This design comes from an exercise in tuning for small area, a short achievable clock period and few clock cycles on the open sky130 flow, not from production work.
In this exercise RTL edits were held to simulation tests only and were not proved equivalent to the original.
Power figures rest on the tool's default switching activity, not on a simulated workload.

==> try-amber <==
Design huffman_top, start of the top module:
module huffman_top (
	input  logic                      clk,
	input  logic                      reset,
	input  logic                      gray_valid,
	input  huff_types_pkg::pixel_t    gray_data,
	output logic                      cnt_valid,
	output huff_types_pkg::count_t    cnt1,
	output huff_types_pkg::count_t    cnt2,
	output huff_types_pkg::count_t    cnt3,
	output huff_types_pkg::count_t    cnt4,
	output huff_types_pkg::count_t    cnt5,
	output huff_types_pkg::count_t    cnt6,
	output logic                      code_valid,
	output huff_types_pkg::code_t     hc1,
	output huff_types_pkg::code_t     hc2,
	output huff_types_pkg::code_t     hc3,
	output huff_types_pkg::code_t     hc4,
	output huff_types_pkg::code_t     hc5,
	output huff_types_pkg::code_t     hc6,
	output huff_types_pkg::len_mask_t m1,
	output huff_types_pkg::len_mask_t m2,
	output huff_types_pkg::len_mask_t m3,
	output huff_types_pkg::len_mask_t m4,
	output huff_types_pkg::len_mask_t m5,
	output huff_types_pkg::len_mask_t m6
);
export LEC_CHECK = 0
export ABC_AREA = 1
export CAP_MARGIN = 20
export CORE_MARGIN = 2
export CORE_UTILIZATION = 40
export CTS_BUF_LIST = sky130_fd_sc_hd__clkbuf_4 sky130_fd_sc_hd__clkbuf_8 sky130_fd_sc_hd__clkbuf_16
export GPL_ROUTABILITY_DRIVEN = 0
export SLEW_MARGIN = 20
export TNS_END_PERCENT = 0
create_clock -name core_clock -period 8.0 [get_ports {clk}]
standard.sh (not shown) runs the stock make flow with config.mk's settings and CLKGATE_MAP_FILE= SYNTH_SCRIPT=/design/flow/synth_recipe.tcl, a recipe that flattens the netlist after the stock synthesis.
==> flow/flow/run.sh <==
#!/bin/bash
set -euo pipefail
bash standard.sh "BUFFER_PORTS_ARGS=-buffer_cell sky130_fd_sc_hd__buf_1" SETUP_SLACK_MARGIN=5.3 finish > make_finish.log 2>&1
==> inputs of try-harbor, as changes to try-amber <==
--- a/flow/design.v
+++ b/flow/design.v
@@ -36,32 +36,32 @@
 	output huff_types_pkg::len_mask_t m2,
 	output huff_types_pkg::len_mask_t m3,
 	output huff_types_pkg::len_mask_t m4,
 	output huff_types_pkg::len_mask_t m5,
 	output huff_types_pkg::len_mask_t m6
 );
 	function automatic logic ge8(input logic [7:0] a, input logic [7:0] b);
 		logic [7:0] g;
-		logic [7:0] l;
+		logic [7:0] e;
 		logic [3:0] g2;
-		logic [3:0] l2;
+		logic [3:0] e2;
 		logic [1:0] g4;
-		logic [1:0] l4;
+		logic [1:0] e4;
 		g = a & ~b;
-		l = ~a & b;
+		e = ~(g | (~a & b));
 		for (int i = 0; i < 4; i++) begin
-			g2[i] = g[2*i+1] | (~l[2*i+1] & g[2*i]);
-			l2[i] = l[2*i+1] | (~g[2*i+1] & l[2*i]);
+			g2[i] = g[2*i+1] | (e[2*i+1] & g[2*i]);
+			e2[i] = e[2*i+1] & e[2*i];
 		end
 		for (int i = 0; i < 2; i++) begin
-			g4[i] = g2[2*i+1] | (~l2[2*i+1] & g2[2*i]);
-			l4[i] = l2[2*i+1] | (~g2[2*i+1] & l2[2*i]);
-		end
-		ge8 = ~(l4[1] | (~g4[1] & l4[0]));
+			g4[i] = g2[2*i+1] | (e2[2*i+1] & g2[2*i]);
+			e4[i] = e2[2*i+1] & e2[2*i];
+		end
+		ge8 = g4[1] | (e4[1] & (g4[0] | e4[0]));
 	endfunction
 	function automatic logic [7:0] add8(input logic [7:0] a, input logic [7:0] b);
 		logic [7:0] g;
 		logic [7:0] p;
 		logic [7:0] gg;
 		logic [7:0] pp;
 		logic [7:0] g1;
 		logic [7:0] p1;
@@ -106,133 +106,131 @@
 					cnt_valid <= 1'b1;
 				end
 			end
 		end
 	end
 	logic [5:0][5:0] ge_nx;
 	logic [5:0][5:0] oh;
 	logic [5:0][5:0] oh_nx;
-	logic [5:0][4:0] ohr;
-	always_comb begin
-		for (int i = 0; i < 6; i++) begin
-			oh[i] = {~|ohr[i], ohr[i]};
-		end
-	end
 	always_comb begin
 		ge_nx = '0;
 		for (int i = 0; i < 6; i++) begin
 			for (int j = i + 1; j < 6; j++) begin
 				ge_nx[i][j] = ge8(cnt[i], cnt[j]);
 			end
 		end
 		for (int i = 0; i < 6; i++) begin
 			oh_nx[i] = 6'b000001;
 			for (int j = 0; j < 6; j++) begin
 				if (j > i && ge_nx[i][j]) oh_nx[i] = {oh_nx[i][4:0], 1'b0};
 				if (j < i && !ge_nx[j][i]) oh_nx[i] = {oh_nx[i][4:0], 1'b0};
 			end
 		end
+	end
+	always_ff @(posedge clk) begin
+		oh <= oh_nx;
 	end
 	assign cnt1 = cnt[0];
 	assign cnt2 = cnt[1];
 	assign cnt3 = cnt[2];
 	assign cnt4 = cnt[3];
 	assign cnt5 = cnt[4];
 	assign cnt6 = cnt[5];
+	logic [5:0][2:0] slot;
 	logic [5:0][7:0] sorted_w;
 	logic [7:0]      sorted_s;
 	always_comb begin
 		for (int i = 0; i < 6; i++) begin
+			slot[i][0] = oh[i][1] | oh[i][3] | oh[i][5];
+			slot[i][1] = oh[i][2] | oh[i][3];
+			slot[i][2] = oh[i][4] | oh[i][5];
 		end
 		for (int k = 0; k < 6; k++) begin
 			sorted_w[k] = '0;
 			for (int i = 0; i < 6; i++) begin
 				sorted_w[k] = sorted_w[k] | (cnt[i] & {8{oh[i][k]}});
 			end
 		end
 		sorted_s = add8(sorted_w[0], sorted_w[1]);
 	end
 	logic [5:0][7:0] w;       
 	logic [7:0]      sw;      
 	logic [5:0]      vld;     
+	logic [5:0][2:0] ptr;     
 	logic [5:0][4:0] code;    
 	logic [5:0][4:0] msk;     
 	logic [5:2]      t;       
-	logic [4:0]      pone;    
+	logic [2:0]      np;      
 	logic [4:0][7:0] rw;
 	logic [7:0]      rsw;
-	logic [5:0][5:0] roh;
+	logic [5:0][2:0] rptr;
 	logic [5:0][4:0] rcode;
 	logic [5:0][4:0] rmsk;
 	always_comb begin
-		logic [5:0] pv;
+		logic [2:0] pv;
 		logic [4:0] mv;
 		logic [4:0] kv;
 		for (int k = 2; k < 6; k++) begin
 			t[k] = !ge8(w[k], sw) && vld[k];
 		end
-		pone[0] = ~t[2];
-		for (int j = 1; j < 4; j++) begin
-			pone[j] = t[j + 1] & ~t[j + 2];
-		end
-		pone[4] = t[5];
+		np[2] = t[5];
+		np[1] = t[3] & ~t[5];
+		np[0] = (t[2] & ~t[3]) | (t[4] & ~t[5]);
 		rw[0] = t[2] ? w[2] : sw;
 		for (int i = 1; i < 4; i++) begin
 			if (t[i + 2]) rw[i] = w[i + 2];
 			else if (t[i + 1]) rw[i] = sw;
 			else rw[i] = w[i + 1];
 		end
 		rw[4] = t[5] ? sw : w[5];
 		rsw = t[3] ? add8(w[2], w[3]) : add8(w[2], sw);
 		for (int s = 0; s < 6; s++) begin
-			pv = oh[s];
+			pv = ptr[s];
 			mv = msk[s];
 			kv = code[s];
-			roh[s] = '0;
-			for (int j = 0; j < 5; j++) begin
-				roh[s][j] = (pv[0] | pv[1]) & pone[j];
-				if (j + 2 < 6) roh[s][j] = roh[s][j] | (pv[j + 2 < 6 ? j + 2 : 5] & t[j + 2 < 6 ? j + 2 : 5]);
-				if (j >= 1) roh[s][j] = roh[s][j] | (pv[j + 1] & ~t[j >= 1 ? j + 1 : 2]);
-			end
-			rcode[s] = roh[s][0] ? kv | (~mv & {mv[3:0], 1'b1}) : kv;
-			rmsk[s]  = (roh[s][0] | roh[s][1]) ? {mv[3:0], 1'b1} : mv;
+			rcode[s] = kv;
+			rmsk[s]  = mv;
+			case (pv)
+				3'd0: begin
+					rptr[s]  = np;
+					rcode[s] = kv | (~mv & {mv[3:0], 1'b1});
+					rmsk[s]  = {mv[3:0], 1'b1};
+				end
+				3'd1: begin
+					rptr[s]  = np;
+					rmsk[s]  = {mv[3:0], 1'b1};
+				end
+				3'd2: rptr[s] = t[2] ? 3'd0 : 3'd1;
+				3'd3: rptr[s] = t[3] ? 3'd1 : 3'd2;
+				3'd4: rptr[s] = t[4] ? 3'd2 : 3'd3;
+				default: rptr[s] = t[5] ? 3'd3 : 3'd4;
+			endcase
 		end
 	end
 	always_ff @(posedge clk) begin
 		if (reset) begin
 			code_valid <= 1'b0;
-		end else if (closed_d && vld[2] && !vld[3]) begin
+		end else if (closed_d && vld[1] && !vld[2]) begin
 			code_valid <= 1'b1;
-		end
-	end
-	always_ff @(posedge clk) begin
-		if (!closed_d) begin
-			for (int i = 0; i < 6; i++) begin
-				ohr[i] <= oh_nx[i][4:0];
-			end
-		end else begin
-			for (int i = 0; i < 6; i++) begin
-				ohr[i] <= roh[i][4:0];
-			end
 		end
 	end
 	always_ff @(posedge clk) begin
 		if (!closed_d) begin
 			w    <= sorted_w;
 			sw   <= sorted_s;
 			vld  <= 6'b111111;
-			for (int s = 0; s < 6; s++) begin
-				code[s] <= {4'b0, oh[s][0]};
-				msk[s]  <= {4'b0, oh[s][0] | oh[s][1]};
-			end
-		end else if (vld[2]) begin
+			ptr  <= slot;
+			code <= '0;
+			msk  <= '0;
+		end else if (vld[1]) begin
 			w[4:0] <= rw;
 			sw     <= rsw;
 			vld    <= {1'b0, vld[5:1]};
+			ptr    <= rptr;
 			code   <= rcode;
 			msk    <= rmsk;
 		end
 	end
 	assign hc1 = {3'b0, code[0]};
 	assign hc2 = {3'b0, code[1]};
 	assign hc3 = {3'b0, code[2]};
 	assign hc4 = {3'b0, code[3]};
==> flow/run.sh (new file) <==
#!/bin/bash
# synth_recipe.tcl (not shown) runs the flow's synth.tcl, then flattens the netlist and writes it again
# the make line also repeats each setting of config.mk as NAME=value (left out here)
make -C /OpenROAD-flow-scripts/flow DESIGN_CONFIG=/design/flow/config.mk WORK_HOME=/design/flow/orfs CLKGATE_MAP_FILE= SYNTH_SCRIPT=/design/flow/synth_recipe.tcl finish
Settings changed: ABC_AREA 1 to not set, CTS_BUF_LIST sky130_fd_sc_hd__clkbuf_4 sky130_fd_sc_hd__clkbuf_8 sky130_fd_sc_hd__clkbuf_16 to not set, GPL_ROUTABILITY_DRIVEN 0 to not set, SETUP_SLACK_MARGIN set to 5.0, TNS_END_PERCENT 0 to not set.
removed: flow/flow/run.sh
removed: flow/standard.sh
==> comparison table <==
quantity	try-harbor	try-amber
Run status	complete, no violations	complete, no violations
Vias in the first global route	13.8k	14.8k
Core Util, Final	0.477	0.450
Die area	0.0403 mm²	0.0381 mm²
Crit path setup slack, layout	4.96 ns	5.22 ns
Post-synthesis adder-cell area fraction	0.158	0.0503
CTS sink count	212	187
Total number of H-tree levels	1	4
Fraction of power consumed by sequential logic	0.428	0.457
Critical path fanouts, max	5	11
Final cell count without fillers	2,477	2,798
Critical path buffer and inverter count	3	1
Most numerous cell in the Yosys netlist	sky130_fd_sc_hd__nor2_1	sky130_fd_sc_hd__nand2_1
Met3 Resource Use GR	0.0343	0.0451
DP Wirelength	35.2 mm	38.8 mm
Largest stage delay, worst path	0.53 ns	0.52 ns
Multi-input gate area in the final layout	0.00979 mm²	0.00881 mm²
TritonCTS Buffers	25	17
Share of power burned in combinational logic	0.119	0.147
Int Power	1910 µW	1500 µW
Testbench counts of try-amber, summed over its fixed seeds: cycles 13,084.
Testbench counts of try-harbor, summed over its fixed seeds: cycles 13,404.

==> static timing again, ports no longer ideal <==
In the flow no input, the clock included, has a driving cell. The finished layouts below were timed again as built, in two steps.
Step 1 (the two cells are an assumption about what drives the block):
set clk [get_ports {clk}]
set_driving_cell -lib_cell sky130_fd_sc_hd__clkbuf_16 $clk
set_driving_cell -lib_cell sky130_fd_sc_hd__buf_2 [delete_from_list [all_inputs] $clk]
Step 2 times the ports against the registers' clock, not the clock port: input delays grow and output delays shrink by t, the midpoint of the rising clock arrivals with the driver on.
a / b / c = ideal ports / drivers / drivers and shift; a / b = the first two.
| run | t, ns | setup slack, ns | clock arrival spread, ns | cell pins on the clock port's net |
|---|---|---|---|---|
| try-amber | 0.522 | 5.224 / 5.168 / 4.858 | 0.026 / 0.025 | 1 |
| try-harbor | 0.603 | 4.963 / 4.945 / 4.393 | 0.021 / 0.021 | 1 |
After both steps every run listed still meets setup and hold. The setup slack of try-harbor, which loses most, moves by -0.018 ns with the drivers and by -0.570 ns with both steps.
